This is an optimization exercise on Yosys and OpenROAD, whose aim is small area, not a production implementation. For this run, only the layout was checked, not whether the RTL still works. Power is estimated from default activity; no workload was simulated.

## design/flow/run.sh

```bash
#!/bin/bash
# synth_recipe.tcl (not shown) runs the flow's synth.tcl, then flattens the netlist and writes it again
# the make line also repeats each setting of config.mk as NAME=value (left out here)
make -C /OpenROAD-flow-scripts/flow DESIGN_CONFIG=/design/flow/config.mk WORK_HOME=/design/flow/orfs CLKGATE_MAP_FILE= SYNTH_SCRIPT=/design/flow/synth_recipe.tcl finish
```

## design/flow/constraint.sdc

```tcl
create_clock -name core_clock -period 5.5 [get_ports {clk}]
set_input_delay 1.1000 -clock core_clock [delete_from_list [all_inputs] [get_ports {clk}]]
set_output_delay 1.1000 -clock core_clock [all_outputs]
set_load 0.01 [all_outputs]
```

## design/flow/design.v

```verilog
package uartAxiBridgePkg;
  typedef enum logic [5:0]
  {
    OP_NOP   = 6'd0,
    OP_READ  = 6'd1,
    OP_WRITE = 6'd2
  } cmdOpcodeE;
  typedef enum logic [5:0]
  {
    RSP_NOP        = 6'd0,
    RSP_READ       = 6'd1,
    RSP_WRITE      = 6'd2,
    RSP_INVALID    = 6'd3,
    RSP_BUSY_READ  = 6'd9,
    RSP_BUSY_WRITE = 6'd10
  } respCodeE;
  function automatic logic [15:0] crc16Update(input logic [15:0] crcIn,
                                              input logic [7:0] dataByte);
    logic [15:0] crc;
    crc = crcIn ^ {8'h00, dataByte};
    for (int i = 0; i < 8; i++)
    begin
      if (crc[0])
        crc = (crc >> 1) ^ 16'hA001;
      else
        crc = crc >> 1;
    end
    crc16Update = crc;
  endfunction
endpackage
`timescale 1ns/100ps
module frameReceiver
(
  input  logic        clk,
  input  logic        axi_resetn,
  input  logic [7:0]  rxByte,
  input  logic        rxByteValid,
  output logic        cmdValid,
  output logic [7:0]  cmdByte,
  output logic [7:0]  cmdSeq,
  output logic [63:0] cmdAddr,
  output logic [31:0] cmdData
);
  logic [16*8-1:0] rxWindow;
  logic [16*8-1:0] nextWindow;
  logic [4:0]                byteCount;
  logic [15:0]               calcCrc;
  logic [15:0]               rxCrc;
  logic                      frameMatch;
  assign nextWindow = {rxWindow[16*8-9:0], rxByte};
  assign rxCrc = {nextWindow[7:0], nextWindow[15:8]};
  always_comb
  begin
    calcCrc = 16'hFFFF;
    for (int i = 0; i < 14; i++)
    begin
      calcCrc = uartAxiBridgePkg::crc16Update(calcCrc, nextWindow[16*8-1-8*i -: 8]);
    end
  end
  assign frameMatch = rxByteValid && (byteCount >= 5'(16 - 1)) &&
                      (calcCrc == rxCrc);
  always_ff @(posedge clk)
  begin
    if (!axi_resetn)
    begin
      byteCount <= '0;
      cmdValid  <= 1'b0;
    end
    else
    begin
      cmdValid <= frameMatch;
      if (rxByteValid)
      begin
        if (frameMatch)
          byteCount <= '0;
        else if (byteCount < 5'(16))
          byteCount <= byteCount + 5'd1;
      end
    end
  end
  always_ff @(posedge clk)
  begin
    if (rxByteValid)
      rxWindow <= nextWindow;
    if (frameMatch)
    begin
      cmdByte <= nextWindow[127:120];
      cmdSeq  <= nextWindow[119:112];
      cmdAddr <= nextWindow[111:48];
      cmdData <= nextWindow[47:16];
    end
  end
endmodule
`timescale 1ns/100ps
module commandEngine
(
  input  logic                   clk,
  input  logic                   axi_resetn,
  input  logic                   cmdValid,
  input  logic [7:0]             cmdByte,
  input  logic [7:0]             cmdSeq,
  input  logic [63:0]            cmdAddr,
  input  logic [31:0]            cmdData,
  output logic [31:0]            axi_awaddr,
  output logic                   axi_awvalid,
  input  logic                   axi_awready,
  output logic [31:0]            axi_wdata,
  output logic                   axi_wvalid,
  input  logic                   axi_wready,
  input  logic [1:0]             axi_bresp,
  input  logic                   axi_bvalid,
  output logic                   axi_bready,
  output logic [31:0]            axi_araddr,
  output logic                   axi_arvalid,
  input  logic                   axi_arready,
  input  logic [31:0]            axi_rdata,
  input  logic [1:0]             axi_rresp,
  input  logic                   axi_rvalid,
  output logic                   axi_rready,
  input  logic                   respFull,
  output logic                   respPush,
  output logic [14*8-1:0] respMsg
);
  typedef enum logic [1:0] {RD_IDLE, RD_ADDR, RD_DATA, RD_DONE} readStateE;
  typedef enum logic [1:0] {WR_IDLE, WR_REQ, WR_RESP, WR_DONE} writeStateE;
  readStateE  rdState;
  writeStateE wrState;
  logic [5:0] opcode;
  logic awDone, wDone, awHs, wHs;
  logic immValid, immPush, startRead, startWrite;
  logic rdPushOk, wrPushOk;
  logic [14*8-1:0] immMsg;
  logic [7:0]  rdSeq, wrSeq;
  logic [63:0] rdAddr, wrAddr;
  logic [31:0] rdData, wrData;
  logic [1:0]  rdResp, wrResp;
  assign opcode = cmdByte[5:0];
  always_comb
  begin
    case (opcode)
      uartAxiBridgePkg::OP_NOP:
      begin
        immValid = 1'b1;
        immMsg   = {2'b00, uartAxiBridgePkg::RSP_NOP, cmdSeq, 64'hDEAD_CAFE_1234_5678, 32'h0000_0001};
      end
      uartAxiBridgePkg::OP_READ:
      begin
        immValid = (rdState != RD_IDLE);
        immMsg   = {2'b00, uartAxiBridgePkg::RSP_BUSY_READ, cmdSeq, cmdAddr, 32'h0};
      end
      uartAxiBridgePkg::OP_WRITE:
      begin
        immValid = (wrState != WR_IDLE);
        immMsg   = {2'b00, uartAxiBridgePkg::RSP_BUSY_WRITE, cmdSeq, cmdAddr, cmdData};
      end
      default:
      begin
        immValid = 1'b1;
        immMsg   = {2'b00, uartAxiBridgePkg::RSP_INVALID, cmdSeq, 64'h10BA_D0BA_D00D_AD00, 32'hFFFF_FFFF};
      end
    endcase
  end
  assign immPush    = cmdValid && immValid;
  assign startRead  = cmdValid && (opcode == uartAxiBridgePkg::OP_READ) && (rdState == RD_IDLE);
  assign startWrite = cmdValid && (opcode == uartAxiBridgePkg::OP_WRITE) && (wrState == WR_IDLE);
  assign rdPushOk = (rdState == RD_DONE) && !respFull && !respPush && !immPush;
  assign wrPushOk = (wrState == WR_DONE) && !respFull && !respPush && !immPush && !rdPushOk;
  assign axi_arvalid = (rdState == RD_ADDR);
  assign axi_rready  = (rdState != RD_DONE);
  assign axi_awvalid = (wrState == WR_REQ) && !awDone;
  assign axi_wvalid  = (wrState == WR_REQ) && !wDone;
  assign axi_bready  = (wrState != WR_DONE);
  assign awHs        = axi_awvalid && axi_awready;
  assign wHs         = axi_wvalid && axi_wready;
  assign axi_araddr = rdAddr[31:0];
  assign axi_awaddr = wrAddr[31:0];
  assign axi_wdata  = wrData;
  always_ff @(posedge clk)
  begin
    if (!axi_resetn)
    begin
      rdState  <= RD_IDLE;
      wrState  <= WR_IDLE;
      awDone   <= 1'b0;
      wDone    <= 1'b0;
      respPush <= 1'b0;
    end
    else
    begin
      respPush <= (immPush && !respFull) || rdPushOk || wrPushOk;
      case (rdState)
        RD_IDLE: if (startRead) rdState <= RD_ADDR;
        RD_ADDR: if (axi_arready) rdState <= RD_DATA;
        RD_DATA: if (axi_rvalid) rdState <= RD_DONE;
        RD_DONE: if (rdPushOk) rdState <= RD_IDLE;
      endcase
      case (wrState)
        WR_IDLE:
        begin
          if (startWrite)
          begin
            wrState <= WR_REQ;
            awDone  <= 1'b0;
            wDone   <= 1'b0;
          end
        end
        WR_REQ:
        begin
          awDone <= awDone || awHs;
          wDone  <= wDone || wHs;
          if ((awDone || awHs) && (wDone || wHs))
            wrState <= WR_RESP;
        end
        WR_RESP: if (axi_bvalid) wrState <= WR_DONE;
        WR_DONE: if (wrPushOk) wrState <= WR_IDLE;
      endcase
    end
  end
  always_ff @(posedge clk)
  begin
    if (startRead)
    begin
      rdSeq  <= cmdSeq;
      rdAddr <= cmdAddr;
    end
    if ((rdState == RD_DATA) && axi_rvalid)
    begin
      rdData <= axi_rdata;
      rdResp <= axi_rresp;
    end
    if (startWrite)
    begin
      wrSeq  <= cmdSeq;
      wrAddr <= cmdAddr;
      wrData <= cmdData;
    end
    if ((wrState == WR_RESP) && axi_bvalid)
      wrResp <= axi_bresp;
    if (immPush)
      respMsg <= immMsg;
    else if (rdPushOk)
      respMsg <= {rdResp, uartAxiBridgePkg::RSP_READ, rdSeq, rdAddr, rdData};
    else if (wrPushOk)
      respMsg <= {wrResp, uartAxiBridgePkg::RSP_WRITE, wrSeq, wrAddr, wrData};
  end
endmodule
`timescale 1ns/100ps
module responseQueue #(
  parameter int DEPTH = 4
) (
  input  logic                    clk,
  input  logic                    axi_resetn,
  input  logic                    respPush,
  input  logic [14*8-1:0] respMsg,
  input  logic                    respPop,
  output logic [14*8-1:0] respHead,
  output logic                    respFull,
  output logic                    respEmpty
);
  localparam int PTR_W = (DEPTH > 1) ? $clog2(DEPTH) : 1;
  logic [14*8-1:0] queueMem [DEPTH];
  logic [PTR_W-1:0]        wrPtr;
  logic [PTR_W-1:0]        rdPtr;
  logic [PTR_W:0]          count;
  logic                    doPush;
  logic                    doPop;
  assign doPush = respPush && !respFull;
  assign doPop  = respPop && !respEmpty;
  assign respHead  = queueMem[rdPtr];
  assign respFull  = (count == (PTR_W+1)'(DEPTH));
  assign respEmpty = (count == '0);
  always_ff @(posedge clk)
  begin
    if (!axi_resetn)
    begin
      wrPtr <= '0;
      rdPtr <= '0;
      count <= '0;
    end
    else
    begin
      if (doPush)
        wrPtr <= (wrPtr == PTR_W'(DEPTH - 1)) ? '0 : wrPtr + 1'b1;
      if (doPop)
        rdPtr <= (rdPtr == PTR_W'(DEPTH - 1)) ? '0 : rdPtr + 1'b1;
      case ({doPush, doPop})
        2'b10:   count <= count + 1'b1;
        2'b01:   count <= count - 1'b1;
        default: count <= count;
      endcase
    end
  end
  always_ff @(posedge clk)
  begin
    if (doPush)
      queueMem[wrPtr] <= respMsg;
  end
endmodule
`timescale 1ns/100ps
module frameTransmitter
(
  input  logic                    clk,
  input  logic                    axi_resetn,
  input  logic [14*8-1:0] respHead,
  input  logic                    respEmpty,
  output logic                    respPop,
  input  logic                    txReady,
  output logic [7:0]              txByte,
  output logic                    txByteStrobe
);
  typedef enum logic {TX_IDLE, TX_SEND} txStateE;
  txStateE                 txState;
  logic [14*8-1:0] txShift;
  logic [15:0]             txCrc;
  logic [3:0]              byteIdx;
  logic                    lastStrobe;
  assign respPop = (txState == TX_IDLE) && !respEmpty;
  assign txByteStrobe = (txState == TX_SEND) && txReady && !lastStrobe;
  always_comb
  begin
    if (byteIdx < 4'(14))
      txByte = txShift[14*8-1 -: 8];
    else if (byteIdx == 4'(14))
      txByte = txCrc[7:0];
    else
      txByte = txCrc[15:8];
  end
  always_ff @(posedge clk)
  begin
    if (!axi_resetn)
    begin
      txState    <= TX_IDLE;
      byteIdx    <= '0;
      lastStrobe <= 1'b0;
    end
    else
    begin
      lastStrobe <= txByteStrobe;
      if (respPop)
      begin
        txState <= TX_SEND;
        byteIdx <= '0;
      end
      else if (txByteStrobe)
      begin
        byteIdx <= byteIdx + 4'd1;
        if (byteIdx == 4'(16 - 1))
          txState <= TX_IDLE;
      end
    end
  end
  always_ff @(posedge clk)
  begin
    if (respPop)
    begin
      txShift <= respHead;
      txCrc   <= 16'hFFFF;
    end
    else if (txByteStrobe && (byteIdx < 4'(14)))
    begin
      txShift <= {txShift[14*8-9:0], 8'h00};
      txCrc   <= uartAxiBridgePkg::crc16Update(txCrc, txShift[14*8-1 -: 8]);
    end
  end
endmodule
`timescale 1ns/100ps
module uartAxiBridge (
  input  logic        clk,
  input  logic        axi_resetn,
  input  logic [7:0]  rxByte,
  input  logic        rxByteValid,
  input  logic        txReady,
  output logic [7:0]  txByte,
  output logic        txByteStrobe,
  output logic [31:0] axi_awaddr,
  output logic [2:0]  axi_awprot,
  output logic        axi_awvalid,
  input  logic        axi_awready,
  output logic [31:0] axi_wdata,
  output logic [3:0]  axi_wstrb,
  output logic        axi_wvalid,
  input  logic        axi_wready,
  input  logic [1:0]  axi_bresp,
  input  logic        axi_bvalid,
  output logic        axi_bready,
  output logic [31:0] axi_araddr,
  output logic [2:0]  axi_arprot,
  output logic        axi_arvalid,
  input  logic        axi_arready,
  input  logic [31:0] axi_rdata,
  input  logic [1:0]  axi_rresp,
  input  logic        axi_rvalid,
  output logic        axi_rready
);
  logic                    cmdValid;
  logic [7:0]              cmdByte;
  logic [7:0]              cmdSeq;
  logic [63:0]             cmdAddr;
  logic [31:0]             cmdData;
  logic                    respPush;
  logic [14*8-1:0] respMsg;
  logic                    respPop;
  logic [14*8-1:0] respHead;
  logic                    respFull;
  logic                    respEmpty;
  assign axi_awprot = 3'b001;
  assign axi_arprot = 3'b001;
  assign axi_wstrb  = 4'hF;
  frameReceiver i_frameReceiver (
    .clk(clk), .axi_resetn(axi_resetn),
    .rxByte(rxByte), .rxByteValid(rxByteValid),
    .cmdValid(cmdValid), .cmdByte(cmdByte), .cmdSeq(cmdSeq),
    .cmdAddr(cmdAddr), .cmdData(cmdData)
  );
  commandEngine i_commandEngine (
    .clk(clk), .axi_resetn(axi_resetn),
    .cmdValid(cmdValid), .cmdByte(cmdByte), .cmdSeq(cmdSeq),
    .cmdAddr(cmdAddr), .cmdData(cmdData),
    .axi_awaddr(axi_awaddr), .axi_awvalid(axi_awvalid), .axi_awready(axi_awready),
    .axi_wdata(axi_wdata), .axi_wvalid(axi_wvalid), .axi_wready(axi_wready),
    .axi_bresp(axi_bresp), .axi_bvalid(axi_bvalid), .axi_bready(axi_bready),
    .axi_araddr(axi_araddr), .axi_arvalid(axi_arvalid), .axi_arready(axi_arready),
    .axi_rdata(axi_rdata), .axi_rresp(axi_rresp), .axi_rvalid(axi_rvalid),
    .axi_rready(axi_rready),
    .respFull(respFull), .respPush(respPush), .respMsg(respMsg)
  );
  responseQueue #(.DEPTH(4)) i_responseQueue (
    .clk(clk), .axi_resetn(axi_resetn),
    .respPush(respPush), .respMsg(respMsg), .respPop(respPop),
    .respHead(respHead), .respFull(respFull), .respEmpty(respEmpty)
  );
  frameTransmitter i_frameTransmitter (
    .clk(clk), .axi_resetn(axi_resetn),
    .respHead(respHead), .respEmpty(respEmpty), .respPop(respPop),
    .txReady(txReady), .txByte(txByte), .txByteStrobe(txByteStrobe)
  );
endmodule
```

## design/flow/config.mk

```make
export PLATFORM = sky130hd
export DESIGN_NAME = uartAxiBridge
export DESIGN_NICKNAME = uartAxiBridge
export VERILOG_FILES = /design/flow/design.v
export SDC_FILE = /design/flow/constraint.sdc
export NUM_CORES = 4
export LEC_CHECK = 0
export CAP_MARGIN = 20
export CORE_MARGIN = 2
export CORE_UTILIZATION = 40
export SLEW_MARGIN = 20
```

==> key figures <==
Status
  • Status: finished clean

Synth
  • Yosys cell types: 54
  • Syn Area/Cell: about 17 um^2
  • FFs w/ async S/R, synth: 0%
  • Cells after Synth: between 2000 and 3000
  • Seq cells post-synth: about 1100
  • Register area share after synthesis: 74.4%
  • Main synth FF type: edfxtp_1
  • Synthesized cell area: 0.0455 mm^2
  • Top cells by area, synth: edfxtp_1, mux4_2, nand2_1, xnor3_1, xnor2_1
  • Synth area leader: edfxtp_1
  • Synth top area share: just over 70%
  • Synth cell count leaders: edfxtp_1, nand2_1, xnor2_1
  • Count leader, synth: edfxtp_1
  • Count of flip-flops with a built-in enable after synthesis: ~1100
  • Ys Warns: 4

Clocking
  • # clock sinks: ~1100
  • Reg clk slew, reported paths: approximately 60 ps
  • Root Driver: clkbuf_16
  • CTS Buf Count: 112
  • Post-CTS resize count: 0
  • Worst-skew pair later-pin latency: a little under 700 ps
  • Clock buffer depth: 3
  • Post-CTS Setup Bufs: 0
  • TritonCTS clock tree: done
  • CTS Hold Buffers Added: 0
  • # H-tree levels: 3

Pwr
  • PD cells: ~450 mW/mm^2
  • Combinational Power Share: between 20% and 30%
  • PnR Total Power: 23.6 mW
  • Flop pwr share: 45.2%
  • Clock network fraction of total power: 32.6%
  • Sw power: just over 6 mW
  • Net Sw Frac: about a quarter
  • LEAKAGE: about 17 nW
  • P_int: between 15 and 20 mW
  • IR Drop Worst-Case VDD: between 600 and 700 uV

Floorplan
  • Total core area: approximately 0.11 mm^2
  • Row Count: 123
  • Die area: around 0.12 mm^2
  • Initial Util: roughly 40%
  • Number of top-level pins: around 170
  • Die extent in y: approximately 340 um
  • Die X: roughly 340 um

Worst setup path
  • Max Fanout on Critical Path: 55
  • Worst EP arrival: 4990 ps
  • FF-to-FF setup slack: between 800 and 900 ps
  • Reg2reg start: i_frameReceiver.rxWindow[119]
  • Setup crit end: i_frameReceiver.cmdData[8]
  • R2R depth: 10
  • Crit Reg-Reg Endpoint: i_frameReceiver.cmdData[8]
  • Critical path class: reg2reg
  • Startpoint class of the critical path: flip-flop
  • Critical Path Start: i_frameReceiver.rxWindow[119]
  • Worst Path Required: roughly 6000 ps
  • Critical Path End Type: flip-flop

Finish
  • Final net count: ~2900
  • Sequential Area: approximately 0.034 mm^2
  • Layout Utilization: between 40% and 50%
  • Share of post-route cells with drive strength above 1: approximately 13%
  • Ant. Diodes: 0
  • Fill cells: ~9600
  • Area occupied by multi-input gates: approximately 0.011 mm^2
  • P&R area growth vs syn: 14.9%
  • Finished Layout Cells: between 4000 and 5000

Timing
  • Max Clock Freq: about 210 MHz
  • Relative slew slack: approximately 33%
  • RSZ-0062 raised after global routing: false
  • TNS Setup: 0 ps
  • Worst hold slack: 429 ps
  • Worst Max-Slew Pin Slew: between 900 and 1000 ps
  • Min Tclk post-route: about 4700 ps
  • Final Hold Fails: 0
  • Clock skew: ~23 ps
  • Final count of negative-setup-slack endpoints: 0
  • Fin. max-slew vios: 0
  • Period utilisation layout: ~85%

Route
  • Via count: ~23000
  • Routed wire length: 108 mm
  • Via/cell ratio: between 5 and 6
  • TritonRoute pass-1 iters: 5
  • Final ANT Viol Nets: 0
  • DRC errors left: 0
  • Routed len/inst: around 25 um
  • Detailed Route Iter0 Violations: between 2000 and 2500

Placement
  • Placed Instances: ~4200
  • Port bufs: ~160
  • DP Wirelength: 71.3 mm
  • GPL Wtd Cong: about 0.89

Global routing
  • First-pass GRT wire length: 159 mm
  • Largest net degree at the start of global routing: just over 100
  • Vias in the first global route: 23400
  • GRT overflow: 0
  • Initial antenna violation count: 2
  • Overall Global Routing Usage: 18.5%

Hold path
  • Worst min-delay path class: reg2reg

Job
  • Max Cap Viol: 0
==> registers in the layout, summed over array words and instances (netlist names), 64 cells and up, named ones only <==
| register | count |
|---|---|
| i_frameReceiver.cmdAddr | 64 |
| i_commandEngine.respMsg | 109 |
| i_commandEngine.wrAddr | 64 |
| i_frameReceiver.rxWindow | 120 |
| i_frameTransmitter.txShift | 112 |
| i_responseQueue.queueMem | 436 |
| i_commandEngine.rdAddr | 64 |
==> layout by cell type (no fill, tap or decap), drive strengths merged, types with 11 or more instances in the layout <==
cell type      instances
a211oi                60
a21oi                 33
a31oi                 92
and2                  15
buf                   44
bufinv                15
clkbuf               127
clkdlybuf4s50        161
clkinv                52
dfxtp                 44
edfxtp              1099
ha                    18
inv                   23
mux2i                 24
mux4                 109
nand2                522
nor2                  34
nor3                  21
o211ai                11
o21ai                 33
o22a                  13
xnor2                139
xnor3                 65
xor2                  53
==> layout make-up <==
cell class	instances	area share, %
flip-flops and latches	1143	64.8
clock buffers	127	5.55
multi-input cells	1313	20.5
well taps	1500	3.59
clock inverters	82	1.55
repair buffers	205	3.92
inverters	18	0.134
==> worst min-delay path by stage <==
| stage | startpoint | end | slack, ps | depth (start not counted) |
|---|---|---|---|---|
| 5_1_grt | i_frameTransmitter.lastStrobe | i_frameTransmitter.lastStrobe | 450 | 1 |
| 6_report | i_frameTransmitter.lastStrobe | i_frameTransmitter.lastStrobe | 430 | 1 |
| 2_1_floorplan | i_frameTransmitter.lastStrobe | i_frameTransmitter.lastStrobe | 400 | 1 |
| 3_3_place_gp | i_frameTransmitter.lastStrobe | i_frameTransmitter.lastStrobe | 410 | 1 |
| 3_5_place_dp | i_frameTransmitter.lastStrobe | i_frameTransmitter.lastStrobe | 410 | 1 |
| 4_1_cts | i_frameTransmitter.lastStrobe | i_frameTransmitter.lastStrobe | 430 | 1 |
==> layer usage <==
metal  wire length, um  share of wire, %  track usage, %
met2             51900                48            30.1
met3              6220               5.8            2.64
met5                 0                 0               0
met4              2500               2.3            5.16
met1             47600                44            26.2
==> critical path, stage by stage (launching register included) <==
cell,delay [ps]
edfxtp_1,420
xnor3_2,470
xnor3_4,520
xnor2_1,460
xnor3_1,580
xnor3_4,340
or2_2,300
o221ai_1,230
o2111ai_1,260
nor2_4,340
buf_12,310
==> cell families after synthesis <==
family / synth area share [%]
fa+ha+maj: 0.539
simple gates: 5.57
buf+inv: 2.32
mux: 5.97
flops: 74.4
compound gates: 3.70
xor+xnor: 7.45
other cells: 0.0165
==> metrics by stage <==
step	instance area [um^2]	worst slack [ps]
final	52300	841
after global routing	52300	633
after CTS	52300	830
after detailed placement	48600	847
after global placement	48600	832
after floorplan	45600	101
==> power groups by stage <==
| stage | Sequential (mW) | Clock [mW] | Combinational, mW |
|---|---|---|---|
| after global routing | 10.7 | 8.18 | 5.69 |
| after floorplan | 10.7 | 0 | 4.04 |
| after detailed placement | 10.8 | 0 | 5.31 |
| after CTS | 10.7 | 7.85 | 5.33 |
| after global placement | 10.8 | 0 | 5.31 |
| final | 10.7 | 7.68 | 5.25 |

[what the ideal ports hide]
The flow's constraints put no driver on any port. The routed layout listed below was extracted and timed again, unchanged, in two steps.
Step 1 assumes that a clkbuf_16 drives the clock port and a buf_2 every other input.
Step 2 times the ports against the registers' clock, not the clock port: input delays grow and output delays shrink by t, the midpoint of the rising clock arrivals with the driver on.
a / b / c = ideal / step 1 / step 2; a / b = the first two.
t, ns: 0.738
slack for setup (ns): 0.841 / 0.841 / 0.841
worst setup path after step 2: register to register
worst slew at a driven data input, ns: 0.07
pins driven straight from the clock port: 1
After both steps setup and hold are still met in this run. The setup slack of this run moves by 0.000 ns with the drivers and by 0.000 ns with both steps.
